Source: an optimization exercise on an open RTL-to-GDS flow (aim: small area). Production flows keep margins and buffers that such runs may drop. RTL that was checked went through simulation tests only; none was proved equivalent to the original. No functional check of the RTL was part of runs 2 and 5. Power figures rest on the tool's default switching activity, not on a simulated workload.

==> design/flow/design.v <==
package io_pkg;
  localparam int AddrWidth = 32;
  localparam int DataWidth = 32;
  localparam int NumHarts = 2;
endpackage
`timescale 1ns/1ps
module io_fabric (
  input  logic                          clk_i,
  input  logic                          reset_i,
  input  logic                          req_valid_i,
  input  logic [io_pkg::AddrWidth-1:0]  req_addr_i,
  input  logic                          req_wr_i,
  input  logic [io_pkg::DataWidth-1:0]  req_wdata_i,
  input  logic [6:1]                    irq_i,
  output logic                          rsp_valid_o,
  output logic [io_pkg::DataWidth-1:0]  rsp_rdata_o,
  output logic                          rsp_err_o,
  output logic [io_pkg::NumHarts-1:0]   msip_o,
  output logic [io_pkg::NumHarts-1:0]   mtip_o,
  output logic [io_pkg::NumHarts-1:0]   eip_o
);
  logic        clint_hit, plic_hit;
  logic        wr, rd;
  logic [15:0] co;
  logic [21:0] po;
  logic        msip_hit, cmp_hit, time_hit;
  logic        pend_hit, en_hit, claim_hit;
  assign clint_hit = req_addr_i[31:16] == 16'h1140;
  assign plic_hit  = req_addr_i[31:22] == 10'h044;
  assign wr = req_valid_i & req_wr_i;
  assign rd = req_valid_i & ~req_wr_i;
  assign co = req_addr_i[15:0];
  assign po = req_addr_i[21:0];
  assign msip_hit  = clint_hit && co[15:3] == 13'h0000;
  assign cmp_hit   = clint_hit && co[15:4] == 12'h400;
  assign time_hit  = clint_hit && co[15:3] == 13'h17FF;
  assign pend_hit  = plic_hit && po == 22'h001000;
  assign en_hit    = plic_hit && po[21:8] == 14'h0020 && po[6:0] == 7'h00;
  assign claim_hit = plic_hit && po[21:13] == 9'h100 && po[11:0] == 12'h004;
  logic [63:0] mt_q;
  logic [1:0]  presc_q;
  logic        tick;
  logic [63:0] mt_inc;
  logic        twr_lo, twr_hi;
  assign twr_lo = wr & time_hit & ~co[2];
  assign twr_hi = wr & time_hit & co[2];
  assign tick   = &presc_q & ~twr_lo & ~twr_hi;
  logic [7:0]  byte_cin;
  logic [64:0] mt_c;
  always_comb begin
    for (int k = 0; k < 8; k++) begin
      byte_cin[k] = tick;
      for (int j = 0; j < k; j++) begin
        byte_cin[k] = byte_cin[k] & (&mt_q[8*j +: 8]);
      end
    end
    mt_c = '0;
    for (int k = 0; k < 8; k++) begin
      mt_c[8*k] = byte_cin[k];
      for (int i = 8*k; i < 8*k + 8; i++) begin
        mt_inc[i]  = mt_q[i] ^ mt_c[i];
        mt_c[i+1]  = mt_q[i] & mt_c[i];
      end
    end
  end
  logic [31:0] mt_load_d;
  assign mt_load_d = req_wdata_i & ~{32{reset_i}};
  always_ff @(posedge clk_i) begin
    mt_q[31:0]  <= (twr_lo || reset_i) ? mt_load_d : mt_inc[31:0];
    mt_q[63:32] <= (twr_hi || reset_i) ? mt_load_d : mt_inc[63:32];
  end
  always_ff @(posedge clk_i) begin
    if (reset_i) begin
      presc_q <= '0;
    end else begin
      presc_q <= (twr_lo || twr_hi) ? 2'd0 : presc_q + 2'd1;
    end
  end
  logic [3:0][31:0] cmpn_q;   
  logic [1:0]       msip_q;
  logic [1:0]       mtip_q;
  logic [31:0] cmp_load_d;
  logic [3:0]  cmp_load;
  assign cmp_load_d = ~(req_wdata_i | {32{reset_i}});
  always_comb begin
    for (int k = 0; k < 4; k++) begin
      cmp_load[k] = reset_i || (wr && cmp_hit && co[3:2] == k[1:0]);
    end
  end
  always_ff @(posedge clk_i) begin
    for (int k = 0; k < 4; k++) begin
      if (cmp_load[k]) begin
        cmpn_q[k] <= cmp_load_d;
      end
    end
  end
  function automatic logic ge(input logic [63:0] x, input logic [63:0] yn);
    logic [63:0] g, p;
    logic [31:0] g1, p1;
    logic [15:0] g2, p2;
    logic [7:0]  g3, p3;
    logic [3:0]  g4, p4;
    logic [1:0]  g5, p5;
    g = x & yn;
    p = x | yn;
    for (int i = 0; i < 32; i++) begin
      g1[i] = g[2*i+1] | p[2*i+1] & g[2*i];
      p1[i] = p[2*i+1] & p[2*i];
    end
    for (int i = 0; i < 16; i++) begin
      g2[i] = g1[2*i+1] | p1[2*i+1] & g1[2*i];
      p2[i] = p1[2*i+1] & p1[2*i];
    end
    for (int i = 0; i < 8; i++) begin
      g3[i] = g2[2*i+1] | p2[2*i+1] & g2[2*i];
      p3[i] = p2[2*i+1] & p2[2*i];
    end
    for (int i = 0; i < 4; i++) begin
      g4[i] = g3[2*i+1] | p3[2*i+1] & g3[2*i];
      p4[i] = p3[2*i+1] & p3[2*i];
    end
    for (int i = 0; i < 2; i++) begin
      g5[i] = g4[2*i+1] | p4[2*i+1] & g4[2*i];
      p5[i] = p4[2*i+1] & p4[2*i];
    end
    ge = g5[1] | p5[1] & g5[0] | p5[1] & p5[0];
  endfunction
  always_ff @(posedge clk_i) begin
    if (reset_i) begin
      msip_q <= '0;
    end else if (wr && msip_hit) begin
      msip_q[co[2]] <= req_wdata_i[0];
    end
  end
  always_ff @(posedge clk_i) begin
    if (reset_i) begin
      mtip_q <= '0;
    end else begin
      mtip_q[0] <= ge(mt_q, {cmpn_q[1], cmpn_q[0]});
      mtip_q[1] <= ge(mt_q, {cmpn_q[3], cmpn_q[2]});
    end
  end
  logic [6:1]      pend_q, clm_q;
  logic [1:0][7:1] en_q;
  logic [1:0]      eip_q;
  logic [7:1]      claim_en;
  logic [6:1]      cand, grant;
  logic [2:0]      claim_id;
  logic            complete;
  assign claim_en = po[12] ? en_q[1] : en_q[0];
  assign cand     = pend_q & claim_en[6:1];
  always_comb begin
    grant = '0;
    for (int n = 6; n >= 1; n--) begin
      if (cand[n]) grant = 6'(1) << (n - 1);
    end
    claim_id = '0;
    for (int n = 1; n <= 6; n++) begin
      if (grant[n]) claim_id = n[2:0];
    end
  end
  assign complete = wr & claim_hit;
  always_ff @(posedge clk_i) begin
    for (int n = 1; n <= 6; n++) begin
      if (reset_i) begin
        pend_q[n] <= 1'b0;
        clm_q[n]  <= 1'b0;
      end else if (pend_q[n]) begin
        if (rd && claim_hit && grant[n]) begin
          pend_q[n] <= 1'b0;
          clm_q[n]  <= 1'b1;
        end
      end else if (clm_q[n]) begin
        if (complete && req_wdata_i[2:0] == n[2:0]) begin
          clm_q[n] <= 1'b0;
        end
      end else begin
        pend_q[n] <= irq_i[n];
      end
    end
  end
  logic [1:0] en_load;
  always_comb begin
    for (int c = 0; c < 2; c++) begin
      en_load[c] = reset_i || (wr && en_hit && po[7] == c[0]);
    end
  end
  always_ff @(posedge clk_i) begin
    for (int c = 0; c < 2; c++) begin
      if (en_load[c]) begin
        en_q[c] <= mt_load_d[7:1];
      end
    end
  end
  always_ff @(posedge clk_i) begin
    if (reset_i) begin
      eip_q <= '0;
    end else begin
      eip_q[0] <= |(pend_q & en_q[0][6:1]);
      eip_q[1] <= |(pend_q & en_q[1][6:1]);
    end
  end
  logic        rsp_valid_q;
  logic        err_q;
  logic [31:0] rdata_d, rdata_q;
  logic [3:0] rd_cmp;
  logic [1:0] rd_time;
  logic       rd_msip, rd_pend, rd_en, rd_claim;
  always_comb begin
    for (int k = 0; k < 4; k++) begin
      rd_cmp[k] = !req_wr_i && cmp_hit && co[3:2] == k[1:0];
    end
    rd_time[0] = !req_wr_i && time_hit && !co[2];
    rd_time[1] = !req_wr_i && time_hit && co[2];
    rd_msip    = !req_wr_i && msip_hit;
    rd_pend    = !req_wr_i && pend_hit;
    rd_en      = !req_wr_i && en_hit;
    rd_claim   = !req_wr_i && claim_hit;
    rdata_d = '0;
    for (int k = 0; k < 4; k++) begin
      rdata_d = rdata_d | ({32{rd_cmp[k]}} & ~cmpn_q[k]);
    end
    rdata_d = rdata_d | ({32{rd_time[0]}} & mt_q[31:0]) | ({32{rd_time[1]}} & mt_q[63:32]);
    rdata_d[0]   = rdata_d[0] | (rd_msip & msip_q[co[2]]);
    rdata_d[6:1] = rdata_d[6:1] | ({6{rd_pend}} & pend_q);
    rdata_d[7:1] = rdata_d[7:1] | ({7{rd_en}} & (po[7] ? en_q[1] : en_q[0]));
    rdata_d[2:0] = rdata_d[2:0] | ({3{rd_claim}} & claim_id);
  end
  always_ff @(posedge clk_i) begin
    if (reset_i) begin
      rsp_valid_q <= 1'b0;
    end else begin
      rsp_valid_q <= req_valid_i;
    end
  end
  always_ff @(posedge clk_i) begin
    err_q   <= !(clint_hit || plic_hit);
    rdata_q <= rdata_d;
  end
  assign rsp_rdata_o = rdata_q;
  assign rsp_valid_o = rsp_valid_q;
  assign rsp_err_o   = err_q;
  assign msip_o      = msip_q;
  assign mtip_o      = mtip_q;
  assign eip_o       = eip_q;
endmodule
==> design/flow/flow/run.sh <==
#!/bin/bash
set -euo pipefail
export BUFFER_PORTS_ARGS="-buffer_cell sky130_fd_sc_hd__buf_1"
export CTS_ARGS="-sink_clustering_enable -repair_clock_nets -sink_clustering_size 30 -sink_clustering_max_diameter 200 -buf_list sky130_fd_sc_hd__clkbuf_16 -root_buf sky130_fd_sc_hd__clkbuf_4 -tree_buf sky130_fd_sc_hd__clkbuf_8 -sink_clustering_buffer sky130_fd_sc_hd__clkbuf_16 -dont_use_dummy_load"
export RECOVER_POWER=100
export POST_GLOBAL_ROUTE_TCL="$PWD/flow/post_grt.tcl"
bash standard.sh > standard.log 2>&1
==> design/flow/flow/post_grt.tcl <==
# Sourced by ORFS's global_route.tcl (POST_GLOBAL_ROUTE_TCL) after its power
# recovery. Power recovery downsizes gates on paths with positive slack and can
# leave a net over its max slew or capacitance, so repair the design (with a
# 10% margin below those limits) and the timing once more with global-route
# parasitics, then legalize and re-route
# the changed nets and rewrite the route guides, as global_route.tcl itself
# does after each of its repairs.
log_cmd estimate_parasitics -global_routing
log_cmd global_route -start_incremental
log_cmd repair_design -verbose -cap_margin 10 -slew_margin 10
repair_timing_helper
log_cmd detailed_placement
log_cmd global_route -end_incremental
log_cmd estimate_parasitics -global_routing
write_guides $::env(RESULTS_DIR)/route.guide
==> design/flow/standard.sh <==
#!/bin/bash
# synth_recipe.tcl (not shown) runs the flow's synth.tcl, then flattens the netlist and writes it again
# the make line also repeats each setting of config.mk as NAME=value (left out here)
make -C /OpenROAD-flow-scripts/flow DESIGN_CONFIG=/design/flow/config.mk WORK_HOME=/design/flow/orfs CLKGATE_MAP_FILE= SYNTH_SCRIPT=/design/flow/synth_recipe.tcl "${@:-finish}"
==> design/flow/config.mk <==
export PLATFORM = sky130hd
export DESIGN_NAME = io_fabric
export DESIGN_NICKNAME = io_fabric
export VERILOG_FILES = /design/flow/design.v
export SDC_FILE = /design/flow/constraint.sdc
export NUM_CORES = 4
export LEC_CHECK = 0
export CAP_MARGIN = 0
export CORE_MARGIN = 2
export CORE_UTILIZATION = 65
export CTS_BUF_LIST = sky130_fd_sc_hd__clkbuf_16
export CTS_CLUSTER_DIAMETER = 200
export CTS_CLUSTER_SIZE = 30
export GPL_TIMING_DRIVEN = 0
export PLACE_DENSITY = 0.85
export SLEW_MARGIN = 0
==> design/flow/constraint.sdc <==
create_clock -name core_clock -period 4.0 [get_ports {clk_i}]
set_input_delay 0.8000 -clock core_clock [delete_from_list [all_inputs] [get_ports {clk_i}]]
set_output_delay 0.8000 -clock core_clock [all_outputs]
set_load 0.01 [all_outputs]
==> results.yml, run 1 <==
grt:
  grtUsageTotal: 0.3468
  grt_pass1_wl_mm: 54.36
  grt_max_degree: 33
  grt_pass1_vias: 9882
  antenna_found_initial: 2
  overflow: 0
finish:
  final_cell_area_um2: 13750
  nets: 1403
  syn_to_final_growth_pct: 7.663
  drive_above_1_share: 0.08268
timing:
  tns_ns: 0
  worst_slew_pin_slew_ns: 1.198
  final-setup-viol-count: 0
  clock.fmax_mhz: 254.9
  finalCritPeriodShare: 0.9806
  hold_viol: 0
  finClkSkew_ns: 0.1138
  fin_crit_ns: 3.922
  relSlewSlack: 0.1898
  final_max_slew_viol_count: 0
critical_path:
  critPathMaxFanout: 7
  crit_path_start: "mt_q[23]"
  r2r_slack_ns: 0.08
  worstPathRequired_ns: 4.59
  cp.arrival_ns: 4.51
  critPathKind: "flop to flop"
  worstSetupStartpointType: "flop"
  end_kind: "flop"
  reg2reg_from: "mt_q[23]"
cts:
  holdBufCountCts: 0
  numCtsBuffers: 12
  clockBufferDepth: 3
  cts-resized-gates: 1
  post_cts_buffers: 0
  h-tree-depth: 1
  cts_tree: "yes"
  clkSinkCount: 260
  clkLatencyLatePin_ns: 0.69
  cts_root_buffer: "clkbuf_4"
  clkTransAtPathRegs_ns: 0.12
routing:
  drc: 0
  routed_wl_mm: 36.68
  drt_first_iter_violations: 1666
  wl_per_cell_um: 23.86
  drt_pass1_iterations: 8
  vias: 10753
  ant_nets: 0
  viasPerCell: 6.996
run_status:
  status: "no timing/DRC/antenna violations"
pwr:
  power_switching_mw: 1.406
  p_leak_nw: 5.000
  seqPwrFrac: 0.635
  powerDensity_nw_per_um2: 373.2
  power_frac_comb: 0.126
  swShare: 0.2740
  pwr-share-clk: 0.239
  p_int_mw: 3.725
  ir_worst_vdd_mv: 0.3416
synth:
  synthCells: 1144
  synth_fp_nets: 1275
  yosysUniqueCellTypes: 78
  synth_area_um2: 12770
  synth.avg_cell_area_um2: 11.16
  ys_dominant_reg_cell: "edfxtp_1"
  ys_warn_count: 1
  synth_edf_count: 142
  postSynth.asyncResetShare: 0
  ys_seq_area_frac: 0.5190
  ys_seq_elements: 260
placement:
  hpwl_mm: 26.96
  io_buffers: 111
  placed_area_um2: 13570
  gpl.final_weighted_congestion: 0.9613
floorplanning:
  placementRows: 51
  die_w_um: 144.2
  initial_core_util: 0.6582
  die_area_um2: 20780
  core-area_um2: 19400
  die_h_um: 144.2
  ioPinCount: 114
min_path:
  min_from: "req_wdata_i[31]"
  hp-class: "primary input to flop"
run:
  max-cap-violations: 0
power by group through the flow:
stage                     clock network (mW)  logic [mW]  registers, mW
after floorplan                            0       0.447           3.22
after global placement                     0       0.611           3.29
after detailed placement                   0       0.637           3.30
after CTS                               1.23       0.640           3.24
final                                   1.23       0.646           3.26
cell usage after synthesis (34+ instances only):
cell type,count,share of area
edfxtp_1,142,0.33
nor2_1,123,0.036
dfxtp_1,118,0.19
mux2_2,59,0.052
ha_1,57,0.056
nand2_1,56,0.016
o22ai_1,44,0.022
clkbuf_1,42,0.012
o22a_1,39,0.027
o211ai_1,38,0.022
a222oi_1,35,0.027
nor2b_1,35,0.017
a21oi_1,34,0.013
layout by cell type, fill, tap and decap left out, types with 6 or more instances in the layout:
cell type  netlist  routed
edfxtp_1       142     142
o22ai_1         44      44
o211ai_1        38      38
and2_1           6       6
nor2_1         123     123
a21oi_1         34      34
o21ai_0         20      20
mux2i_1         12      12
mux2_2          59      59
nand4b_1         6       6
buf_1            1     111
nand3_1         14      13
nor3_1          21      22
a22o_1           8       8
o221ai_1         6       6
a22oi_1         33      33
o22a_1          39      39
clkbuf_1        42      45
a222oi_1        35      35
nand2_1         56      56
nor2b_1         35      35
nor4_1          11      12
inv_1           33      33
mux2_1           7       7
nand4_1         26      28
dfxtp_1        118     118
a31oi_1         13      13
buf_2            8       8
ha_1            57      57
clkbuf_16        0       9
sequential cells by signal (all words and copies together), names as in the netlist, 6 cells and up, named ones only:
register  count
pend_q        6
rdata_q      32
clm_q         6
en_q         14
mt_q         64
cmpn_q      128
path summary, 6_finish.rpt:
kind	endpoint	cells past startpoint
max	mt_q[62]	14
min	mt_q[63]	3
max reg2reg	mt_q[62]	14
min reg2reg	presc_q[0]	1
cell families (layout without fill, tap and decap cells):
group                      Yosys count  count (layout)  synth area share
muxes                               78              78           0.06761
DFF                                260             260            0.5190
xor gates and xnor gates             8               8          0.005488
other                                0               2                 0
adders and majority gates           58              58           0.05664
AOI/OAI and AO/OA                  320             320            0.1892
and+or+nand+nor                    330             330            0.1316
buffers and inverters               90             216           0.03048
metal layers:
metal	share of wire	track usage	wire length, um	up-vias
met5	0	0	0	-
met4	0.033	0.1293	1226	0
met3	0.13	0.07881	4714	115
met2	0.46	0.5674	16830	844
met1	0.38	0.4548	13910	5040
li1	-	-	-	4754
cell type report:
cell class              instances  area, um^2
flip-flops and latches        260        6626
multi-input cells             794        5720
fillers                      1460        5652
repair buffers                115       459.2
well taps                     265       331.6
clock buffers                  12       247.7
plain buffers                  56       232.7
inverters                      33       123.9
diodes                          2       5.005
through the flow:
step | std cells | worst slack [ns] | total power [mW] | util | hold slack (ns)
after global placement | 1520 | -0.4750 | 3.905 | 0.6968 | 0.4146
after floorplan | 1144 | 0.2665 | 3.672 | - | 0.4043
after detailed placement | 1522 | -0.4263 | 3.939 | 0.6995 | 0.4324
final | 1537 | 0.07756 | 5.131 | 0.7087 | 0.4183
after CTS | 1534 | 0.09750 | 5.111 | 0.7126 | 0.4101
worst max-delay path: stages, from the launching register on:
cell      delay [ns]
dfxtp_1         0.33
clkbuf_1        0.32
nand4_1         0.15
or2_2           0.34
nor3_1          0.38
nand3_2         0.27
nor4b_4         0.47
ha_1            0.24
ha_1            0.18
ha_1            0.16
ha_1            0.16
ha_1            0.15
ha_1            0.15
ha_1            0.22
mux2_1          0.28
==> inputs of run 2 (changes only) <==
--- a/design/flow/design.v
+++ b/design/flow/design.v
@@ -128,6 +128,6 @@
   always_ff @(posedge clk_i) begin
-    if (reset_i) begin
-      msip_q <= '0;
-    end else if (wr && msip_hit) begin
-      msip_q[co[2]] <= req_wdata_i[0];
+    for (int h = 0; h < 2; h++) begin
+      if (reset_i || (wr && msip_hit && co[2] == h[0])) begin
+        msip_q[h] <= mt_load_d[0];
+      end
     end
--- a/design/flow/config.mk
+++ b/design/flow/config.mk
@@ -9,3 +9,3 @@
 export CORE_MARGIN = 2
-export CORE_UTILIZATION = 65
+export CORE_UTILIZATION = 60
 export CTS_BUF_LIST = sky130_fd_sc_hd__clkbuf_16
@@ -14,3 +14,3 @@
 export GPL_TIMING_DRIVEN = 0
-export PLACE_DENSITY = 0.85
+export PLACE_DENSITY = 0.75
 export SLEW_MARGIN = 0
==> run 2 against run 1 <==
Critical endpoint is now mt_q[39]. Die area increased by 6.0%. Still clean on timing, DRC and antenna. Sequential power about the same. First-iteration DRC count decreased by 12%. Utilization decreased by 3.1 points.
==> results.yml, run 2 <==
synth:
  yosysMostFrequentCell: "nor2_1"
  synth_area_um2: 12510
  synthTopCellsByArea: "edfxtp_1 (35%), dfxtp_1 (19%), ha_1 (5.7%), nor2_1 (4.4%), a22oi_1 (3.3%)"
  ys_seq_area_frac: 0.5312
  synth_fp_nets: 1331
  ys_dominant_reg_cell: "edfxtp_1"
  yosysTopAreaCell: "edfxtp_1"
  synthTopCellsByCount: "nor2_1 (148), edfxtp_1 (144), dfxtp_1 (116)"
  synth_edf_count: 144
  ys_warn_count: 1
  ys_seq_elements: 260
  synth.avg_cell_area_um2: 10.43
  postSynth.asyncResetShare: 0
  synthCells: 1200
  synth_top_area_frac: 0.3456
  yosysUniqueCellTypes: 65
pwr:
  ir_worst_vdd_mv: 0.4064
  powerDensity_nw_per_um2: 369.8
  p_leak_nw: 5.106
timing:
  fin_ws_ns: 0.08706
  relSlewSlack: 0.2021
  finClkSkew_ns: 0.05287
  final_max_slew_viol_count: 0
  fin_crit_ns: 3.913
  hold_viol: 0
  fin_hold_ws_ns: 0.3786
  finalCritPeriodShare: 0.9782
  clock.fmax_mhz: 255.6
  final-setup-viol-count: 0
  worst_slew_pin_slew_ns: 1.184
critical_path:
  cp.arrival_ns: 4.47
  worstPathRequired_ns: 4.56
  end_kind: "flop"
  critPathMaxFanout: 3
  worstSetupStartpointType: "primary input"
  critPathKind: "primary input to flop"
grt:
  overflow: 0
  grt_max_degree: 31
  grtUsageTotal: 0.3418
  antenna_found_initial: 1
  grt_pass1_vias: 10232
  grt_pass1_wl_mm: 57.45
cts:
  holdBufCountCts: 0
  cts_tree: "yes"
  post_cts_buffers: 0
  clkSinkCount: 260
  clkTransAtPathRegs_ns: 0.12
  cts-resized-gates: 0
  cts_root_buffer: "clkbuf_4"
  clockBufferDepth: 3
  numCtsBuffers: 12
  h-tree-depth: 1
  clkLatencyLatePin_ns: 0.68
routing:
  ant_nets: 0
  routed_wl_mm: 37.72
  dr_wl_met3_mm: 4.249
  wl_per_cell_um: 23.54
  viasPerCell: 6.681
  top_layer_used: "met4"
  m1WireLength_mm: 14.87
  drc: 0
  drt_pass1_iterations: 9
  vias: 10703
  wl_met2_mm: 16.97
  drt_first_iter_violations: 1458
finish:
  nets: 1464
  syn_to_final_growth_pct: 10.28
  largest_register_ffs: 128
  largest_register: "cmpn_q"
  reg_top3: "cmpn_q x128, mt_q x64, rdata_q x32"
  final_common_cell: "nor2_1"
  final_cell_mix: "nor2_1 (148), edfxtp_1 (144), dfxtp_1 (116)"
  drive_above_1_share: 0.06011
run:
  max-cap-violations: 0
floorplanning:
  initial_core_util: 0.6144
  die_area_um2: 22020
  core-area_um2: 20360
  die_h_um: 148.4
  ioPinCount: 114
  die_w_um: 148.4
  placementRows: 52
placement:
  io_buffers: 109
  hpwl_mm: 28.35
  dp_slack_ns: -0.5724
  gpl.final_weighted_congestion: 0.9821
run_status:
  status: "no timing/DRC/antenna violations"
min_path:
  hp-class: "primary input to flop"
-- run 2: cell count changes after synthesis, moves of 18 or more --
cell      before  now
a222oi_1      35    8
a22oi_1       33   55
mux2_2        59   19
mux2i_1       12   30
nand2_1       56   88
nor2_1       123  148
nor2b_1       35    7
o211ai_1      38   13
o21ai_0       20   67
o22a_1        39    4
o22ai_1       44   66
or3_1          1   37
-- run 2: per-layer routing --
metal / vias up / global-route usage
met5: - / 0
met4: 0 / 0.1533
met3: 115 / 0.05951
met2: 695 / 0.5354
met1: 5027 / 0.4700
li1: 4866 / -
-- run 2: layout make-up --
type	instances	area, um^2
buffer	53	212.7
multi-input combinational	850	5665
timing repair buffer	119	546.8
antenna	1	2.502
inverter	37	138.9
tap	270	337.8
sequential	260	6646
clock buffer	12	247.7
fill	1615	6566
-- run 2: cells by family after synthesis --
kind of cell               count (synthesis)  share of synthesized area
xor gates and xnor gates                   8                   0.005600
and+or+nand+nor                          409                     0.1570
adders and majority gates                 63                    0.06180
buffers and inverters                     90                    0.02930
muxes                                     50                    0.04200
AOI/OAI and AO/OA                        320                     0.1731
DFF                                      260                     0.5312
-- run 2: worst max-delay path, cell delays in order --
cell	delay, ns
buf_1	0.07
or4b_4	0.53
or3_4	0.42
o41ai_4	0.49
and4b_2	0.31
buf_4	0.15
and2_1	0.17
ha_2	0.19
ha_4	0.18
ha_4	0.16
ha_4	0.16
ha_4	0.14
ha_2	0.16
ha_1	0.23
xor2_1	0.15
nand2_1	0.07
o21ai_0	0.08
-- run 2: path summary, 6_finish.rpt --
| check | cells after the start | to | from | slack [ns] |
|---|---|---|---|---|
| min reg2reg | 2 | clm_q[4] | clm_q[4] | 0.47 |
| max | 17 | mt_q[39] | req_addr_i[29] | 0.09 |
| min | 2 | err_q | req_addr_i[22] | 0.38 |
| max reg2reg | 16 | mt_q[62] | mt_q[22] | 0.50 |
-- run 2: where the power goes --
part	total [mW]	switching, mW	internal (mW)
clock	1.22	0.779	0.437
combinational	0.623	0.377	0.247
sequential	3.26	0.239	3.02
total	5.10	1.40	3.71
-- run 2: stage by stage --
stage / instances / setup TNS [ns] / cell area (um^2) / power (mW) / utilization
6_report: 1602 / 0 / 13800 / 5.102 / 0.6776
4_1_cts: 1599 / 0 / 13790 / 5.083 / 0.6773
3_5_place_dp: 1587 / -9.844 / 13550 / 3.919 / 0.6652
3_3_place_gp: 1579 / -108.53 / 13410 / 3.886 / 0.6586
2_1_floorplan: 1200 / -0.008510 / 12660 / 3.640 / -
==> inputs of run 3 (changes only) <==
--- a/design/flow/design.v
+++ b/design/flow/design.v
@@ -65,12 +65,9 @@
   end
-  logic [31:0] mt_load_d;
-  assign mt_load_d = req_wdata_i & ~{32{reset_i}};
-  always_ff @(posedge clk_i) begin
-    mt_q[31:0]  <= (twr_lo || reset_i) ? mt_load_d : mt_inc[31:0];
-    mt_q[63:32] <= (twr_hi || reset_i) ? mt_load_d : mt_inc[63:32];
-  end
-  always_ff @(posedge clk_i) begin
-    if (reset_i) begin
+  always_ff @(posedge clk_i) begin
+    if (reset_i) begin
+      mt_q    <= '0;
       presc_q <= '0;
     end else begin
+      mt_q[31:0]  <= twr_lo ? req_wdata_i : mt_inc[31:0];
+      mt_q[63:32] <= twr_hi ? req_wdata_i : mt_inc[63:32];
       presc_q <= (twr_lo || twr_hi) ? 2'd0 : presc_q + 2'd1;
@@ -128,6 +125,6 @@
   always_ff @(posedge clk_i) begin
-    for (int h = 0; h < 2; h++) begin
-      if (reset_i || (wr && msip_hit && co[2] == h[0])) begin
-        msip_q[h] <= mt_load_d[0];
-      end
+    if (reset_i) begin
+      msip_q <= '0;
+    end else if (wr && msip_hit) begin
+      msip_q[co[2]] <= req_wdata_i[0];
     end
@@ -181,3 +178,5 @@
   end
+  logic [7:1] en_load_d;
   logic [1:0] en_load;
+  assign en_load_d = req_wdata_i[7:1] & ~{7{reset_i}};
   always_comb begin
@@ -190,3 +189,3 @@
       if (en_load[c]) begin
-        en_q[c] <= mt_load_d[7:1];
+        en_q[c] <= en_load_d;
       end
==> run 3 against run 2 <==
Global-route usage increased by 2.4 points. Fmax increased by 1.4%. Via count increased by 5.0%. Register-to-register slack got worse by 0.36 ns. Clock skew increased by 0.021 ns. Largest power group unchanged.
==> results.yml, run 3 <==
critical_path:
  slowest_delay_ns: 0.49
  critPathKind: "flop to flop"
  path_common_cell: "ha_1"
  critPathMaxFanout: 8
  worstPathRequired_ns: 4.53
  critical_path.slowest_cell: "nor4_4"
  reg2reg_from: "mt_q[14]"
  rr_worst_depth: 16
  cp.arrival_ns: 4.38
  worstSetupStartpointType: "flop"
  r2r_slack_ns: 0.14
  end_kind: "flop"
  reg2reg_to: "mt_q[63]"
  crit_chain: "clkbuf_2 > nand4_1 > or2_2 > nor3_1 > nand4_1 > nor4_4 > and2_4 > ha_1 > ha_1 > ha_1 > ha_1 > ha_1 > ha_1 > ha_1 > xnor2_1 > a211oi_1"
grt:
  antenna_found_initial: 1
  grtUsageTotal: 0.3657
  grt_pass1_wl_mm: 61.57
  overflow: 0
  grt_max_degree: 31
  grt_pass1_vias: 10555
timing:
  relSlewSlack: 0.1584
  fin_crit_ns: 3.858
  final_max_slew_viol_count: 0
  worst_slew_pin_slew_ns: 1.253
  finClkSkew_ns: 0.07377
  clock.fmax_mhz: 259.2
  hold_viol: 0
  finalCritPeriodShare: 0.9646
  fin_hold_ws_ns: 0.3914
  final-setup-viol-count: 0
cts:
  clockBufferDepth: 3
  holdBufCountCts: 0
  cts_root_buffer: "clkbuf_4"
  post_cts_buffers: 0
  clkLatencyLatePin_ns: 0.66
  cts_tree: "yes"
  cts-resized-gates: 1
  h-tree-depth: 1
  numCtsBuffers: 12
  clkSinkCount: 260
  clkTransAtPathRegs_ns: 0.12
pwr:
  ir_worst_vdd_mv: 0.3679
  p_leak_nw: 4.744
  total_power_mw: 4.664
  powerDensity_nw_per_um2: 336.9
floorplanning:
  core-area_um2: 20960
  ioPinCount: 114
  initial_core_util: 0.6086
  die_w_um: 149.8
  die_area_um2: 22440
  placementRows: 53
  die_h_um: 149.8
finish:
  nets: 1504
  final_cell_mix: "nand2_1 (161), edfxtp_1 (142), nor2_1 (120)"
  reg_top3: "cmpn_q x128, mt_q x64, rdata_q x32"
  largest_register: "cmpn_q"
  largest_register_ffs: 128
  final_common_cell: "nand2_1"
  drive_above_1_share: 0.05106
  final_cell_area_um2: 13840
  syn_to_final_growth_pct: 8.555
  fill_cells: 1767
routing:
  vias: 11243
  drc: 0
  drt_pass1_iterations: 9
  drt_first_iter_violations: 1340
  ant_nets: 0
  viasPerCell: 6.826
  wl_per_cell_um: 24.91
  routed_wl_mm: 41.02
min_path:
  min_to: "mt_q[57]"
  hp-class: "primary input to flop"
  hold_depth: 3
  min_from: "req_wdata_i[25]"
synth:
  yosysUniqueCellTypes: 71
  synthCells: 1244
  synth_fp_nets: 1375
  ys_dominant_reg_cell: "edfxtp_1"
  postSynth.asyncResetShare: 0
  synthTopCellsByCount: "nand2_1 (161), edfxtp_1 (142), nor2_1 (120)"
  synth_edf_count: 142
  synth.avg_cell_area_um2: 10.25
  ys_seq_area_frac: 0.5196
  ys_seq_elements: 260
  synthTopCellsByArea: "edfxtp_1 (33%), dfxtp_1 (19%), ha_1 (5.6%), nand2_1 (4.7%), nor2_1 (3.5%)"
  synth_area_um2: 12750
  ys_warn_count: 1
  yosysMostFrequentCell: "nand2_1"
  synth_top_area_frac: 0.3343
  yosysTopAreaCell: "edfxtp_1"
run:
  max-cap-violations: 0
placement:
  io_buffers: 108
  placed_area_um2: 13620
  gpl.final_weighted_congestion: 0.9883
  hpwl_mm: 30.46
run_status:
  status: "no timing/DRC/antenna violations"
-- run 3: routing by layer --
metal | GRT usage | vias to the layer above | routed length, um | part of all wire
li1 | - | 5040 | - | -
met1 | 0.5195 | 5349 | 16210 | 0.40
met2 | 0.5778 | 759 | 18670 | 0.46
met3 | 0.06280 | 95 | 4865 | 0.12
met4 | 0.1127 | 0 | 1276 | 0.031
met5 | 0 | - | 0 | 0
-- run 3: how the worst max path moves through the flow --
stage,from,to,slack [ns],depth (start not counted)
after floorplan,req_addr_i[20],cmpn_q[100],-0.79,6
after global placement,req_addr_i[20],cmpn_q[116],-3.32,7
after CTS,mt_q[9],mt_q[63],0.001,16
final,mt_q[14],mt_q[63],0.14,16
after detailed placement,req_addr_i[12],mt_q[63],-0.66,16
-- run 3: through the flow --
| step | setup WS [ns] | utilization | cells | setup TNS [ns] |
|---|---|---|---|---|
| floorplan | -0.7935 | - | 1244 | -50.79 |
| global placement | -3.321 | 0.6444 | 1627 | -212.55 |
| detailed placement | -0.6565 | 0.6501 | 1631 | -7.455 |
| CTS | 0.001226 | 0.6622 | 1643 | 0 |
| finish | 0.1417 | 0.6607 | 1647 | 0 |
-- run 3: kinds of logic (layout without fill, tap and decap cells) --
logic type | after synthesis | after routing | synth area share
AND/OR/NAND/NOR | 409 | 409 | 0.1495
AO/OA/AOI/OAI | 371 | 371 | 0.2075
flip-flops | 260 | 260 | 0.5196
buffers and inverters | 107 | 234 | 0.03522
adder cells (fa/ha/maj) | 63 | 63 | 0.06063
multiplexers | 26 | 26 | 0.02207
XOR/XNOR | 8 | 8 | 0.005494
other | 0 | 1 | 0
-- run 3: cell type report --
class | count | area [um^2] | area share
plain buffers | 67 | 297.8 | 0.02151
flip-flops and latches | 260 | 6626 | 0.4786
inverters | 39 | 146.4 | 0.01057
clock buffers | 12 | 247.7 | 0.01789
diodes | 1 | 2.502 | 0.0001808
well taps | 275 | 344.1 | 0.02485
repair buffers | 116 | 483.0 | 0.03488
multi-input cells | 877 | 5697 | 0.4115
-- run 3: critical path, delay by kind of cell, from the launching register on --
family,cells,cell delay [ns]
flops,1,0.36
compound gates,1,0.09
buf+inv,1,0.20
simple gates,6,1.89
fa+ha+maj,7,1.06
xor+xnor,1,0.13
-- run 3: where the power goes --
part           internal [mW]  switching, mW
clock                  0.440          0.793
combinational          0.113          0.230
sequential              2.96          0.129
==> inputs of run 4 (changes only) <==
--- a/design/flow/design.v
+++ b/design/flow/design.v
@@ -178,14 +178,8 @@
   end
-  logic [7:1] en_load_d;
-  logic [1:0] en_load;
-  assign en_load_d = req_wdata_i[7:1] & ~{7{reset_i}};
-  always_comb begin
+  always_ff @(posedge clk_i) begin
     for (int c = 0; c < 2; c++) begin
-      en_load[c] = reset_i || (wr && en_hit && po[7] == c[0]);
-    end
-  end
-  always_ff @(posedge clk_i) begin
-    for (int c = 0; c < 2; c++) begin
-      if (en_load[c]) begin
-        en_q[c] <= en_load_d;
+      if (reset_i) begin
+        en_q[c] <= '0;
+      end else if (wr && en_hit && po[7] == c[0]) begin
+        en_q[c] <= req_wdata_i[7:1];
       end
==> run 4 against run 3 <==
Still clean on timing, DRC and antenna. Setup slack worse by 0.044 ns. Synthesized cell count is 3.3% higher. Register-to-register slack worse by 0.02 ns. Clock skew is 0.0078 ns lower. Non-clock buffer count is 2 lower. Area after synthesis hardly changed. Cell count is 2.2% higher. Utilization is 0.19 points lower. Sequential share of layout area is 0.88 points lower.
==> results.yml, run 4 <==
run_status:
  status: "no timing/DRC/antenna violations"
cts:
  clockBufferDepth: 3
  cts-resized-gates: 0
  numCtsBuffers: 12
  clkTransAtPathRegs_ns: 0.12
  clkLatencyLatePin_ns: 0.67
  h-tree-depth: 1
  cts_tree: "yes"
  clkSinkCount: 260
  cts_root_buffer: "clkbuf_4"
  holdBufCountCts: 0
  post_cts_buffers: 0
routing:
  drt_pass1_iterations: 6
  wl_per_cell_um: 23.21
  drc: 0
  ant_nets: 0
  drt_first_iter_violations: 1222
  routed_wl_mm: 39.09
  vias: 11109
  viasPerCell: 6.597
synth:
  ys_seq_elements: 260
  synth_fp_nets: 1416
  synthAdderAreaFrac: 0.06300
  ys_warn_count: 1
  synth_compound_area_frac: 0.1805
  synthMuxAreaShare: 0.04995
  synthXorXnorAreaFrac: 0.005495
  synthCells: 1285
  postSynth.asyncResetShare: 0
  synth_area_um2: 12750
  ys_seq_area_frac: 0.5087
  yosysTopAreaCell: "edfxtp_1"
  ys_dominant_reg_cell: "dfxtp_1"
  synth_top_area_frac: 0.3014
  synth_top_family_by_area: "compound AO/OA/AOI/OAI gates"
  yosysMostFrequentCell: "nor2_1"
  synth-simple-area-share: 0.1648
  synthTopCellsByCount: "nor2_1 (196), nand2_1 (154), dfxtp_1 (132)"
  synth.avg_cell_area_um2: 9.923
  synth_edf_count: 128
  yosysUniqueCellTypes: 69
  synthTopCellsByArea: "edfxtp_1 (30%), dfxtp_1 (21%), nor2_1 (5.8%), ha_1 (5.6%), nand2_1 (4.5%)"
finish:
  finalNonFillerCells: 1684
  largest_register: "cmpn_q"
  final_common_cell: "nor2_1"
  reg_top3: "cmpn_q x128, mt_q x64, rdata_q x32"
  syn_to_final_growth_pct: 8.262
  largest_register_ffs: 128
  final_cell_mix: "nor2_1 (196), nand2_1 (155), dfxtp_1 (132)"
  nets: 1541
  utilization: 0.6588
  drive_above_1_share: 0.04403
critical_path:
  end_kind: "flop"
  critPathKind: "primary input to flop"
  r2r_slack_ns: 0.12
  cp.arrival_ns: 4.48
  slowest_delay_ns: 0.53
  reg2reg_from: "mt_q[6]"
  worstSetupStartpointType: "primary input"
  crit_path_start: "req_addr_i[16]"
  critical_path.top_delay_family: "simple AND/OR/NAND/NOR gates"
  reg2reg_to: "mt_q[63]"
  rr_worst_depth: 16
  crit_buf_inv: 2
  worstPathRequired_ns: 4.58
  crit_chain: "buf_1 > or4_4 > or2_4 > nor4_4 > buf_6 > a41oi_4 > nand3_4 > nor4_2 > and2_0 > ha_2 > ha_2 > ha_2 > ha_2 > ha_4 > ha_4 > ha_4 > xnor2_1 > a211oi_1"
  path_common_cell: "ha_2"
  critPathMaxFanout: 10
  critical_path.slowest_cell: "or4_4"
placement:
  place_inst: 1673
  gpl.final_weighted_congestion: 0.9526
  hpwl_mm: 28.79
  io_buffers: 110
  dp_slack_ns: -0.6669
timing:
  finClkSkew_ns: 0.06602
  final_max_slew_viol_count: 0
  relSlewSlack: 0.2923
  finalCritPeriodShare: 0.9756
  hold_viol: 0
  final-setup-viol-count: 0
  fin_ws_ns: 0.09777
  fin_crit_ns: 3.902
  clock.fmax_mhz: 256.3
  tns_ns: 0
  worst_slew_pin_slew_ns: 1.062
  fin_hold_ws_ns: 0.4011
floorplanning:
  initial_core_util: 0.6085
  placementRows: 53
  die_w_um: 149.8
  ioPinCount: 114
  die_h_um: 149.8
  core-area_um2: 20960
  die_area_um2: 22430
min_path:
  hp-class: "primary input to flop"
  hold_depth: 3
  min_to: "mt_q[17]"
  min_from: "req_wdata_i[17]"
pwr:
  p_int_mw: 3.446
  seqPwrFrac: 0.669
  powerDensity_nw_per_um2: 329.3
  power_switching_mw: 1.099
  pwr-share-clk: 0.269
  power_frac_comb: 0.062
  p_leak_nw: 4.823
  swShare: 0.2417
  ir_worst_vdd_mv: 0.3564
grt:
  grtUsageTotal: 0.3502
  overflow: 0
  grt_pass1_vias: 10444
  grt_max_degree: 33
  grt_pass1_wl_mm: 59.55
  antenna_found_initial: 1
run:
  max-cap-violations: 0
## run 4: changes by cell type after synthesis, sizes merged, moves of 24 or more
cell / delta
a222oi: -29
o22ai: +29
o211ai: -24
nor2: +76
inv: -29
mux2i: +40
## run 4: area by class of cell
cell class,instances,area (um^2)
fillers,1780,7151
flip-flops and latches,260,6486
multi-input cells,946,5973
repair buffers,113,427.9
well taps,275,344.1
plain buffers,68,289.0
clock buffers,12,247.7
inverters,9,33.78
diodes,1,2.502
## run 4: power by group through the flow
stage	clock, mW	combinational, mW	sequential (mW)
after floorplan	0	0.159	3.05
after global placement	0	0.266	3.09
after detailed placement	0	0.280	3.10
after CTS	1.24	0.281	3.04
final	1.22	0.281	3.04
## run 4: cells by family after synthesis
kind of cell / after synthesis
xor gates and xnor gates: 8
AOI/OAI and AO/OA: 341
DFF: 260
muxes: 62
adders and majority gates: 66
buffers and inverters: 79
and+or+nand+nor: 469
## run 4: metal layers
| layer | global-route usage | up-vias | share of wire |
|---|---|---|---|
| li1 | - | 5101 | - |
| met1 | 0.4798 | 5233 | 0.39 |
| met2 | 0.5704 | 660 | 0.46 |
| met3 | 0.04878 | 115 | 0.10 |
| met4 | 0.1307 | 0 | 0.041 |
| met5 | 0 | - | 0 |
## run 4: worst max path at each step
stage	slack, ns	cells after the start	endpoint
after floorplan	-0.02	17	mt_q[63]
after global placement	-0.60	18	mt_q[63]
after detailed placement	-0.67	18	mt_q[63]
after CTS	0.005	18	mt_q[63]
final	0.1	18	mt_q[63]
## run 4: worst reg2reg max path, delay by kind of cell, from the launching register on
| kind | cells | cell delay, ns |
|---|---|---|
| AOI/OAI and AO/OA | 2 | 0.59 |
| xor gates and xnor gates | 1 | 0.06 |
| and+or+nand+nor | 6 | 1.48 |
| adders and majority gates | 7 | 1.15 |
| DFF | 1 | 0.51 |
## run 4: metrics by stage
step | power, mW | instance area, um^2
final | 4.545 | 13800
after CTS | 4.555 | 13890
after detailed placement | 3.377 | 13650
after global placement | 3.361 | 13580
after floorplan | 3.208 | 12820
==> inputs of run 5 (changes only) <==
--- a/design/flow/design.v
+++ b/design/flow/design.v
@@ -65,9 +65,12 @@
   end
-  always_ff @(posedge clk_i) begin
-    if (reset_i) begin
-      mt_q    <= '0;
+  logic [31:0] mt_load_d;
+  assign mt_load_d = req_wdata_i & ~{32{reset_i}};
+  always_ff @(posedge clk_i) begin
+    mt_q[31:0]  <= (twr_lo || reset_i) ? mt_load_d : mt_inc[31:0];
+    mt_q[63:32] <= (twr_hi || reset_i) ? mt_load_d : mt_inc[63:32];
+  end
+  always_ff @(posedge clk_i) begin
+    if (reset_i) begin
       presc_q <= '0;
     end else begin
-      mt_q[31:0]  <= twr_lo ? req_wdata_i : mt_inc[31:0];
-      mt_q[63:32] <= twr_hi ? req_wdata_i : mt_inc[63:32];
       presc_q <= (twr_lo || twr_hi) ? 2'd0 : presc_q + 2'd1;
@@ -178,8 +181,12 @@
   end
-  always_ff @(posedge clk_i) begin
+  logic [1:0] en_load;
+  always_comb begin
     for (int c = 0; c < 2; c++) begin
-      if (reset_i) begin
-        en_q[c] <= '0;
-      end else if (wr && en_hit && po[7] == c[0]) begin
-        en_q[c] <= req_wdata_i[7:1];
+      en_load[c] = reset_i || (wr && en_hit && po[7] == c[0]);
+    end
+  end
+  always_ff @(posedge clk_i) begin
+    for (int c = 0; c < 2; c++) begin
+      if (en_load[c]) begin
+        en_q[c] <= mt_load_d[7:1];
       end
@@ -198,3 +205,3 @@
   logic [31:0] rdata_d, rdata_q;
-  logic [3:0] rd_cmp;
+  logic [3:0] rd_cmp_d, rd_cmp_q;
   logic [1:0] rd_time;
@@ -203,3 +210,3 @@
     for (int k = 0; k < 4; k++) begin
-      rd_cmp[k] = !req_wr_i && cmp_hit && co[3:2] == k[1:0];
+      rd_cmp_d[k] = !req_wr_i && cmp_hit && co[3:2] == k[1:0];
     end
@@ -211,7 +218,3 @@
     rd_claim   = !req_wr_i && claim_hit;
-    rdata_d = '0;
-    for (int k = 0; k < 4; k++) begin
-      rdata_d = rdata_d | ({32{rd_cmp[k]}} & ~cmpn_q[k]);
-    end
-    rdata_d = rdata_d | ({32{rd_time[0]}} & mt_q[31:0]) | ({32{rd_time[1]}} & mt_q[63:32]);
+    rdata_d = ({32{rd_time[0]}} & mt_q[31:0]) | ({32{rd_time[1]}} & mt_q[63:32]);
     rdata_d[0]   = rdata_d[0] | (rd_msip & msip_q[co[2]]);
@@ -230,5 +233,11 @@
     err_q   <= !(clint_hit || plic_hit);
-    rdata_q <= rdata_d;
-  end
-  assign rsp_rdata_o = rdata_q;
+    rdata_q  <= rdata_d;
+    rd_cmp_q <= rd_cmp_d;
+  end
+  always_comb begin
+    rsp_rdata_o = rdata_q;
+    for (int k = 0; k < 4; k++) begin
+      rsp_rdata_o = rsp_rdata_o | ({32{rd_cmp_q[k]}} & ~cmpn_q[k]);
+    end
+  end
   assign rsp_valid_o = rsp_valid_q;
==> run 5 against run 4 <==
First-iteration DRC count down 10%. Global-route usage down 2.7 points. Setup slack improved by 0.0082 ns. Sequential power increased by 8.6%. Area after synthesis grew 1.7%. Synthesized cell count shrank 7.3%. Clock power is essentially flat. Worst hold slack better by 0.046 ns. Power grew 14%. Largest power group unchanged. Highest routed layer unchanged.
==> results.yml, run 5 <==
run_status:
  status: "no timing/DRC/antenna violations"
critical_path:
  worstSetupStartpointType: "flop"
  end_kind: "flop"
  cp.arrival_ns: 4.44
  critPathKind: "flop to flop"
  path_common_cell: "ha_1"
  worstPathRequired_ns: 4.55
  crit_chain: "ha_1 > nand4_1 > nor2_1 > nand4_1 > nor3_2 > nand4b_1 > nor4_4 > and2_4 > ha_1 > ha_1 > ha_1 > ha_1 > ha_1 > ha_1 > ha_1 > mux2_2"
  rr_worst_depth: 16
  critPathMaxFanout: 3
  slowest_delay_ns: 0.43
  r2r_slack_ns: 0.11
  reg2reg_to: "mt_q[62]"
  critical_path.slowest_cell: "nor4_4"
  reg2reg_from: "presc_q[0]"
cts:
  post_cts_buffers: 1
  clkSinkCount: 264
  cts_tree: "yes"
  numCtsBuffers: 12
  clkLatencyLatePin_ns: 0.64
  cts_root_buffer: "clkbuf_4"
  holdBufCountCts: 0
  cts-resized-gates: 2
  clkTransAtPathRegs_ns: 0.12
  clockBufferDepth: 3
  h-tree-depth: 1
routing:
  drt_pass1_iterations: 6
  ant_nets: 0
  viasPerCell: 6.647
  drt_first_iter_violations: 1099
  routed_wl_mm: 37.19
  vias: 10608
  wl_per_cell_um: 23.30
  drc: 0
finish:
  largest_register: "cmpn_q"
  final_cell_area_um2: 14060
  drive_above_1_share: 0.08333
  nets: 1453
  finalNonFillerCells: 1596
  final_common_cell: "edfxtp_1"
  final_cell_mix: "edfxtp_1 (142), nor2_1 (139), dfxtp_1 (122)"
  syn_to_final_growth_pct: 8.456
  reg_top3: "cmpn_q x128, mt_q x64, rdata_q x32"
  largest_register_ffs: 128
timing:
  finalCritPeriodShare: 0.9735
  worst_slew_pin_slew_ns: 1.372
  clock.fmax_mhz: 256.8
  final_max_slew_viol_count: 0
  relSlewSlack: 0.07961
  finClkSkew_ns: 0.05026
  final-setup-viol-count: 0
  hold_viol: 0
  fin_crit_ns: 3.894
  tns_ns: 0
  fin_hold_ws_ns: 0.4471
floorplanning:
  placementRows: 53
  core-area_um2: 21090
  initial_core_util: 0.6147
  die_area_um2: 22800
  die_w_um: 151.0
  ioPinCount: 114
  die_h_um: 151.0
min_path:
  hold_depth: 3
  min_from: "req_addr_i[22]"
  min_to: "err_q"
  hp-class: "primary input to flop"
synth:
  synth_top_family_by_area: "compound AO/OA/AOI/OAI gates"
  yosysMostFrequentCell: "edfxtp_1"
  synthTopCellsByCount: "edfxtp_1 (142), nor2_1 (139), dfxtp_1 (122)"
  synth-simple-area-share: 0.1498
  yosysTopAreaCell: "edfxtp_1"
  synthXorXnorAreaFrac: 0.005405
  synth_top_area_frac: 0.3290
  yosysUniqueCellTypes: 78
  synthAdderAreaFrac: 0.06429
  synth_edf_count: 142
  synthMuxAreaShare: 0.08504
  ys_warn_count: 1
  synth_fp_nets: 1322
  synth_compound_area_frac: 0.1537
  ys_seq_area_frac: 0.5174
  ys_dominant_reg_cell: "edfxtp_1"
  ys_seq_elements: 264
  synthCells: 1191
  synth_area_um2: 12960
  synthTopCellsByArea: "edfxtp_1 (33%), dfxtp_1 (19%), ha_1 (5.5%), o22ai_1 (5.1%), mux2_2 (4.9%)"
  postSynth.asyncResetShare: 0
  synth.avg_cell_area_um2: 10.88
grt:
  grt_max_degree: 31
  overflow: 0
  grt_pass1_wl_mm: 56.21
  grtUsageTotal: 0.3231
  grt_pass1_vias: 9997
  antenna_found_initial: 1
placement:
  placed_area_um2: 13900
  io_buffers: 108
  hpwl_mm: 27.44
  gpl.final_weighted_congestion: 0.9310
  place_inst: 1580
pwr:
  total_power_mw: 5.201
  powerDensity_nw_per_um2: 369.9
  ir_worst_vdd_mv: 0.3008
  p_leak_nw: 5.304
run:
  max-cap-violations: 0
==> run 5: worst max-delay path: cells and delay by family, from the launching register on <==
family | cells | cell delay, ns
flip-flops | 1 | 0.37
adder cells (fa/ha/maj) | 8 | 1.50
AND/OR/NAND/NOR | 7 | 1.65
multiplexers | 1 | 0.26
==> run 5: final cells by class <==
type | count | area (um^2)
Tap cell | 275 | 344.1
Timing Repair Buffer | 118 | 535.5
Inverter | 17 | 63.81
Buffer | 56 | 235.2
Clock buffer | 12 | 247.7
Sequential cell | 264 | 6706
Antenna cell | 1 | 2.502
Fill cell | 1708 | 7029
Multi-Input combinational cell | 853 | 5923
==> run 5: power by group <==
group | switching, mW | internal (mW) | total [mW]
logic | 0.382 | 0.289 | 0.671
registers | 0.240 | 3.06 | 3.30
clock network | 0.788 | 0.440 | 1.23
==> run 5: routing by layer <==
layer,global-route usage,vias up,part of all wire
met2,0.5289,617,0.47
met3,0.04036,67,0.093
met5,0,-,0
met1,0.4566,5090,0.42
li1,-,4834,-
met4,0.08925,0,0.023
==> run 5: cells by family after synthesis <==
group / Yosys count
flops: 264
mux: 103
buf+inv: 74
simple gates: 368
xor+xnor: 8
compound gates: 305
fa+ha+maj: 69
==> run 5: how the worst max path moves through the flow <==
stage              startpoint    endpoint  slack, ns  cells after the start
2_1_floorplan  req_addr_i[29]  cmpn_q[32]      -0.69                      6
3_3_place_gp    req_addr_i[8]  cmpn_q[82]      -3.42                      7
3_5_place_dp   req_addr_i[28]    mt_q[62]      -0.60                     16
4_1_cts            presc_q[0]    mt_q[62]      0.003                     16
6_report           presc_q[0]    mt_q[62]       0.11                     16
==> run 5: metrics by stage <==
stage,setup slack [ns],util
2_1_floorplan,-0.6864,-
3_3_place_gp,-3.418,0.6505
3_5_place_dp,-0.6003,0.6594
4_1_cts,0.003340,0.6720
6_report,0.1060,0.6667
==> inputs of run 6 (changes only) <==
--- a/design/flow/design.v
+++ b/design/flow/design.v
@@ -205,3 +205,3 @@
   logic [31:0] rdata_d, rdata_q;
-  logic [3:0] rd_cmp_d, rd_cmp_q;
+  logic [3:0] rd_cmp;
   logic [1:0] rd_time;
@@ -210,3 +210,3 @@
     for (int k = 0; k < 4; k++) begin
-      rd_cmp_d[k] = !req_wr_i && cmp_hit && co[3:2] == k[1:0];
+      rd_cmp[k] = !req_wr_i && cmp_hit && co[3:2] == k[1:0];
     end
@@ -218,3 +218,7 @@
     rd_claim   = !req_wr_i && claim_hit;
-    rdata_d = ({32{rd_time[0]}} & mt_q[31:0]) | ({32{rd_time[1]}} & mt_q[63:32]);
+    rdata_d = '0;
+    for (int k = 0; k < 4; k++) begin
+      rdata_d = rdata_d | ({32{rd_cmp[k]}} & ~cmpn_q[k]);
+    end
+    rdata_d = rdata_d | ({32{rd_time[0]}} & mt_q[31:0]) | ({32{rd_time[1]}} & mt_q[63:32]);
     rdata_d[0]   = rdata_d[0] | (rd_msip & msip_q[co[2]]);
@@ -233,11 +237,5 @@
     err_q   <= !(clint_hit || plic_hit);
-    rdata_q  <= rdata_d;
-    rd_cmp_q <= rd_cmp_d;
-  end
-  always_comb begin
-    rsp_rdata_o = rdata_q;
-    for (int k = 0; k < 4; k++) begin
-      rsp_rdata_o = rsp_rdata_o | ({32{rd_cmp_q[k]}} & ~cmpn_q[k]);
-    end
-  end
+    rdata_q <= rdata_d;
+  end
+  assign rsp_rdata_o = rdata_q;
   assign rsp_valid_o = rsp_valid_q;
==> design/flow/flow/run.sh (replaced) <==
#!/bin/bash
set -euo pipefail
export BUFFER_PORTS_ARGS="-buffer_cell sky130_fd_sc_hd__buf_1"
export CTS_ARGS="-sink_clustering_enable -repair_clock_nets -sink_clustering_size 16 -sink_clustering_max_diameter 200 -buf_list sky130_fd_sc_hd__clkbuf_8 -root_buf sky130_fd_sc_hd__clkbuf_4 -tree_buf sky130_fd_sc_hd__clkbuf_8 -sink_clustering_buffer sky130_fd_sc_hd__clkbuf_8 -dont_use_dummy_load"
export RECOVER_POWER=100
export POST_GLOBAL_ROUTE_TCL="$PWD/flow/post_grt.tcl"
bash standard.sh > standard.log 2>&1
--- a/design/flow/config.mk
+++ b/design/flow/config.mk
@@ -10,5 +10,5 @@
 export CORE_UTILIZATION = 60
-export CTS_BUF_LIST = sky130_fd_sc_hd__clkbuf_16
+export CTS_BUF_LIST = sky130_fd_sc_hd__clkbuf_8
 export CTS_CLUSTER_DIAMETER = 200
-export CTS_CLUSTER_SIZE = 30
+export CTS_CLUSTER_SIZE = 16
 export GPL_TIMING_DRIVEN = 0
==> run 6 against run 5 <==
Utilization down 0.94 points. Cell count is 2.6% lower. Cell area decreased by 2.0%. Critical path depth is 2 lower. Area after synthesis is 1.5% lower. Fmax up 1.3%. Die area fell by 1.5%. Count of clock-buffer cells in the layout is 8 higher. Sequential share of layout area grew 0.41 points. Critical endpoint unchanged. Clock power hardly changed. Combinational power decreased by 3.3%. Via count decreased by 0.44%.
==> results.yml, run 6 <==
placement:
  placed_area_um2: 13630
  io_buffers: 111
  place_inst: 1534
  hpwl_mm: 27.60
  gpl.final_weighted_congestion: 0.9606
finish:
  final_cell_mix: "edfxtp_1 (142), nor2_1 (124), dfxtp_1 (118)"
  nets: 1412
  largest_register_ffs: 128
  regArea_um2: 6626
  utilization: 0.6573
  syn_to_final_growth_pct: 7.869
  final_common_cell: "edfxtp_1"
  fill_cells: 1709
  final_cell_area_um2: 13770
  finalNonFillerCells: 1555
  reg_top3: "cmpn_q x128, mt_q x64, rdata_q x32"
  multiInputGateArea_um2: 5709
  drive_above_1_share: 0.08600
  largest_register: "cmpn_q"
routing:
  ant_nets: 0
  wl_per_cell_um: 24.08
  routed_wl_mm: 37.45
  vias: 10561
  viasPerCell: 6.792
  drt_first_iter_violations: 1276
  drt_pass1_iterations: 6
  drc: 0
cts:
  cts_root_buffer: "clkbuf_4"
  h-tree-depth: 1
  clkLatencyLatePin_ns: 0.69
  numCtsBuffers: 20
  post_cts_buffers: 0
  clkSinkCount: 260
  holdBufCountCts: 0
  cts_tree: "yes"
  cts-resized-gates: 1
  clkTransAtPathRegs_ns: 0.11
  clockBufferDepth: 3
pwr:
  total_power_mw: 5.126
  p_leak_nw: 4.997
  powerDensity_nw_per_um2: 372.2
  ir_worst_vdd_mv: 0.2882
grt:
  grt_max_degree: 28
  grt_pass1_vias: 10038
  grtUsageTotal: 0.3303
  overflow: 0
  grt_pass1_wl_mm: 56.22
  antenna_found_initial: 1
synth:
  yosysMostFrequentCell: "edfxtp_1"
  yosysUniqueCellTypes: 78
  yosysTopAreaCell: "edfxtp_1"
  synthTopCellsByArea: "edfxtp_1 (33%), dfxtp_1 (19%), ha_1 (5.6%), mux2_2 (5.2%), nor2_1 (3.6%)"
  ys_seq_area_frac: 0.5190
  synth_fp_nets: 1275
  synth_top_area_frac: 0.3340
  ys_dominant_reg_cell: "edfxtp_1"
  synth.avg_cell_area_um2: 11.16
  ys_seq_elements: 260
  synth_edf_count: 142
  ys_warn_count: 1
  synthTopCellsByCount: "edfxtp_1 (142), nor2_1 (123), dfxtp_1 (118)"
  postSynth.asyncResetShare: 0
  synthCells: 1144
  synth_area_um2: 12770
critical_path:
  reg2reg_to: "mt_q[62]"
  r2r_slack_ns: 0.16
  cp_num_cells: 14
  path_common_cell: "ha_1"
  rr_worst_depth: 14
  crit_chain: "clkbuf_1 > nand4_1 > nor2_1 > o2111a_1 > nand3_1 > nor4b_2 > ha_1 > ha_1 > ha_1 > ha_1 > ha_1 > ha_1 > ha_1 > mux2_1"
  reg2reg_from: "mt_q[15]"
  critPathMaxFanout: 9
  end_kind: "flop"
  critical_path.top_delay_family: "adder cells"
  worstPathRequired_ns: 4.58
  critPathKind: "flop to flop"
  crit_buf_inv: 1
  cp-endpoint: "mt_q[62]"
  cp.arrival_ns: 4.43
  slowest_delay_ns: 0.42
  worstSetupStartpointType: "flop"
  critical_path.slowest_cell: "nor4b_2"
  crit_path_start: "mt_q[15]"
floorplanning:
  placementRows: 53
  core-area_um2: 20960
  die_h_um: 149.9
  ioPinCount: 114
  die_w_um: 149.9
  die_area_um2: 22460
  initial_core_util: 0.6093
timing:
  finalCritPeriodShare: 0.9609
  final_max_slew_viol_count: 0
  fin_crit_ns: 3.844
  hold_viol: 0
  final-setup-viol-count: 0
  finClkSkew_ns: 0.08475
  relSlewSlack: 0.3605
  clock.fmax_mhz: 260.2
  tns_ns: 0
  worst_slew_pin_slew_ns: 0.9535
run:
  max-cap-violations: 0
min_path:
  min_from: "req_wdata_i[31]"
  hp-class: "primary input to flop"
run_status:
  status: "no timing/DRC/antenna violations"
run 6: cell types whose count changed in the layout (fill, tap and decap cells not counted), sizes merged, moves of 17 or more:
cell,previous run,this run
o22ai,106,44
or3,43,2
o22a,4,39
a222oi,1,35
a21oi,52,35
mux2i,46,12
o211ai,8,38
run 6: where the power goes:
group | switching (mW) | total, mW | internal [mW]
combinational | 0.382 | 0.649 | 0.267
clock | 0.809 | 1.22 | 0.411
sequential | 0.237 | 3.26 | 3.02
total | 1.43 | 5.13 | 3.70
run 6: cell families after synthesis:
family                   Yosys count  synth area share
buffers and inverters             90           0.03048
AND/OR/NAND/NOR                  330            0.1316
adder cells (fa/ha/maj)           58           0.05664
multiplexers                      78           0.06761
XOR/XNOR                           8          0.005488
flip-flops                       260            0.5190
AO/OA/AOI/OAI                    320            0.1892
run 6: stage by stage:
step | setup slack [ns] | hold slack [ns]
floorplan | 0.2665 | 0.4043
global placement | -0.3576 | 0.4139
detailed placement | -0.3931 | 0.4307
CTS | 0.09050 | 0.3630
finish | 0.1564 | 0.3831
run 6: how the worst min path moves through the flow:
stage	endpoint	slack [ns]	cells past startpoint
CTS	pend_q[4]	0.36	3
floorplan	presc_q[0]	0.40	1
detailed placement	presc_q[0]	0.43	1
finish	mt_q[31]	0.38	3
global placement	presc_q[0]	0.41	1
run 6: metal layers:
| layer | GRT usage | wire length [um] | vias up |
|---|---|---|---|
| li1 | - | - | 4763 |
| met1 | 0.4516 | 15130 | 5019 |
| met2 | 0.5429 | 17190 | 688 |
| met3 | 0.04939 | 3793 | 91 |
| met4 | 0.1075 | 1326 | 0 |
| met5 | 0 | 0 | - |
run 6: layout make-up:
cell class                      count  area share
Antenna cell                        1   0.0001817
Clock buffer                       20     0.01862
Timing Repair Buffer              116     0.03534
Inverter                           33    0.008993
Sequential cell                   260      0.4811
Tap cell                          275     0.02498
Multi-Input combinational cell    794      0.4145
Buffer                             56     0.01626
run 6: tightest hold or removal path: cells and delay by family:
kind | cells | cell delay [ns]
mux | 1 | 0.07
buf+inv | 1 | 0.08
simple gates | 1 | 0.08
==> inputs of run 7 (changes only) <==
--- a/design/flow/design.v
+++ b/design/flow/design.v
@@ -65,12 +65,9 @@
   end
-  logic [31:0] mt_load_d;
-  assign mt_load_d = req_wdata_i & ~{32{reset_i}};
-  always_ff @(posedge clk_i) begin
-    mt_q[31:0]  <= (twr_lo || reset_i) ? mt_load_d : mt_inc[31:0];
-    mt_q[63:32] <= (twr_hi || reset_i) ? mt_load_d : mt_inc[63:32];
-  end
-  always_ff @(posedge clk_i) begin
-    if (reset_i) begin
+  always_ff @(posedge clk_i) begin
+    if (reset_i) begin
+      mt_q    <= '0;
       presc_q <= '0;
     end else begin
+      mt_q[31:0]  <= twr_lo ? req_wdata_i : mt_inc[31:0];
+      mt_q[63:32] <= twr_hi ? req_wdata_i : mt_inc[63:32];
       presc_q <= (twr_lo || twr_hi) ? 2'd0 : presc_q + 2'd1;
@@ -181,3 +178,5 @@
   end
+  logic [7:1] en_load_d;
   logic [1:0] en_load;
+  assign en_load_d = req_wdata_i[7:1] & ~{7{reset_i}};
   always_comb begin
@@ -190,3 +189,3 @@
       if (en_load[c]) begin
-        en_q[c] <= mt_load_d[7:1];
+        en_q[c] <= en_load_d;
       end
==> design/flow/flow/run.sh (replaced) <==
#!/bin/bash
# The standard layout, with every port buffered by the smallest buffer
# cell instead of the default choice. All of make's output goes to
# standard.log in this folder; ORFS's per-step logs stay under orfs/logs/.
set -euo pipefail
export BUFFER_PORTS_ARGS="-buffer_cell sky130_fd_sc_hd__buf_1"
bash standard.sh > standard.log 2>&1
--- a/design/flow/config.mk
+++ b/design/flow/config.mk
@@ -10,7 +10,6 @@
 export CORE_UTILIZATION = 60
-export CTS_BUF_LIST = sky130_fd_sc_hd__clkbuf_8
+export CTS_BUF_LIST = sky130_fd_sc_hd__clkbuf_16
 export CTS_CLUSTER_DIAMETER = 200
-export CTS_CLUSTER_SIZE = 16
+export CTS_CLUSTER_SIZE = 30
 export GPL_TIMING_DRIVEN = 0
-export PLACE_DENSITY = 0.75
 export SLEW_MARGIN = 0
removed: design/flow/flow/post_grt.tcl
==> run 7 against run 6 <==
Still clean. Clock power up 18%. Routed wire length up 9.6%. Register-to-register slack about the same. Clock skew down 0.055 ns. Combinational power down 46%. Critical path depth up 2. Global-route usage up 3.2 points. Count of clock-buffer cells in the layout down 7. Utilization up 1.3 points.
==> results.yml, run 7 <==
run_status:
  status: "no timing/DRC/antenna violations"
finish:
  drive_above_1_share: 0.06377
  diodes: 0
  final_common_cell: "nand2_1"
  nets: 1505
  largest_register_ffs: 128
  final_cell_area_um2: 14050
  largest_register: "cmpn_q"
routing:
  wl_per_cell_um: 24.80
  viasPerCell: 6.785
  drt_pass1_iterations: 7
  routed_wl_mm: 41.04
  dr_wl_met3_mm: 4.831
  ant_nets: 0
  vias: 11230
  drc: 0
  top_layer_used: "met4"
  drt_first_iter_violations: 1327
  m1WireLength_mm: 16.16
cts:
  cts_tree: "yes"
  clkSinkCount: 260
  holdBufCountCts: 0
  clockBufferDepth: 3
  h-tree-depth: 1
  cts_root_buffer: "clkbuf_16"
  clkLatencyLatePin_ns: 0.50
  clkTransAtPathRegs_ns: 0.12
critical_path:
  path_common_cell: "ha_1"
  slowest_delay_ns: 0.54
  critical_path.slowest_cell: "or4_4"
  cp.arrival_ns: 4.35
  worstSetupStartpointType: "primary input"
  crit_buf_inv: 1
  critPathKind: "primary input to flop"
  end_kind: "flop"
floorplanning:
  die_w_um: 149.8
  initial_core_util: 0.6086
  die_h_um: 149.8
  core-area_um2: 20960
  placementRows: 53
min_path:
  hp-class: "flop to flop"
grt:
  grt_pass1_vias: 10406
  antenna_found_initial: 1
  grt_pass1_wl_mm: 60.42
  grt_max_degree: 32
  overflow: 0
  grtUsageTotal: 0.3627
synth:
  yosysUniqueCellTypes: 71
  synth_top_family_by_area: "compound AO/OA/AOI/OAI gates"
  synthCells: 1244
  synthTopCellsByArea: "edfxtp_1 (33%), dfxtp_1 (19%), ha_1 (5.6%), nand2_1 (4.7%), nor2_1 (3.5%)"
  yosysTopAreaCell: "edfxtp_1"
  synthAdderAreaFrac: 0.06063
  synth_area_um2: 12750
  synthXorXnorAreaFrac: 0.005494
  synth-simple-area-share: 0.1495
  ys_seq_elements: 260
  synthTopCellsByCount: "nand2_1 (161), edfxtp_1 (142), nor2_1 (120)"
  postSynth.asyncResetShare: 0
  ys_dominant_reg_cell: "edfxtp_1"
  ys_seq_area_frac: 0.5196
  yosysMostFrequentCell: "nand2_1"
pwr:
  p_leak_nw: 4.822
timing:
  fin_crit_ns: 3.937
  tns_ns: 0
  final_max_slew_viol_count: 0
  finClkSkew_ns: 0.02937
  fin_hold_ws_ns: 0.4577
placement:
  placed_area_um2: 13610
  gpl.final_weighted_congestion: 0.9834
  hpwl_mm: 30.53
-- run 7: cell types whose count changed after synthesis, moves of 6 or more --
cell / before / now
a211oi_1: 5 / 16
a21oi_1: 34 / 80
a22oi_1: 33 / 39
mux2_1: 7 / 0
mux2_2: 59 / 17
nand2_1: 56 / 161
nor2b_1: 35 / 13
o211ai_1: 38 / 32
o22a_1: 39 / 27
o22ai_1: 44 / 52
-- run 7: worst paths after layout --
path,from,to,cells after the start
worst max register to register,mt_q[9],mt_q[63],16
worst min-delay path,presc_q[0],presc_q[0],1
worst min register to register,presc_q[0],presc_q[0],1
worst max-delay path,req_addr_i[20],mt_q[63],16
-- run 7: kinds of logic after synthesis --
kind of cell | count (synthesis)
AND/OR/NAND/NOR | 409
AO/OA/AOI/OAI | 371
flip-flops | 260
buffers and inverters | 107
adder cells (fa/ha/maj) | 63
multiplexers | 26
XOR/XNOR | 8
-- run 7: area by class of cell --
cell class                 count  area, um^2
clock buffer                  13       325.3
buffer                        67       304.0
tap                          275       344.1
clock inverter                 7       33.78
timing repair buffer         117       523.0
inverter                      39       146.4
multi-input combinational    877        5746
sequential                   260        6626
fill                        1726        6907
-- run 7: repair_timing --
item,CTS,global route
buffers inserted,4,0
gates resized for setup,9,8
pin swaps,6,3
setup endpoints to repair,3,9
-- run 7: report_power, final --
group,internal (mW),switching [mW]
Sequential,2.96,0.131
Clock,0.604,0.834
Combinational,0.117,0.231
Total,3.68,1.20
-- run 7: metal layers --
layer  vias to the layer above  GRT usage
met5                         -          0
met4                         0     0.1307
met3                        92    0.07470
met2                       728     0.5686
met1                      5345     0.5028
li1                       5065          -
-- run 7: stage by stage --
stage | cells | total power, mW | util | setup WS (ns)
global placement | 1627 | 3.467 | 0.6444 | -3.308
CTS | 1655 | 4.873 | 0.6696 | -0.01574
finish | 1655 | 4.874 | 0.6704 | 0.06328
global route | 1655 | 5.003 | 0.6704 | 0.01917
floorplan | 1244 | 3.291 | - | -0.7935
detailed placement | 1631 | 3.479 | 0.6494 | -0.6882

[re-timing with driven ports]
No port has a modelled driver above. Below, the same layouts with a new extraction and two added sets of constraints.
Step 1 assumes that a clkbuf_16 drives the clock port and a buf_2 every other input.
Step 2 also shifts input and output timing later by t, the mid clock arrival at the registers, as if the neighbouring blocks saw the same clock.
Three values: no drivers, after step 1, after step 2; two values: the first two.
run | shift t [ns] | slack for setup (ns)
run 1 | 0.678 | 0.078 / 0.078 / -0.397
run 2 | 0.693 | 0.087 / 0.103 / -0.590
run 3 | 0.668 | 0.142 / 0.142 / -0.499
run 4 | 0.678 | 0.098 / 0.119 / -0.559
run 5 | 0.661 | 0.106 / 0.106 / -0.485
run 6 | 0.692 | 0.156 / 0.156 / -0.420
run 7 | 0.537 | 0.063 / 0.093 / -0.444
With both steps, setup timing fails in every run listed, where it was met with ideal ports.
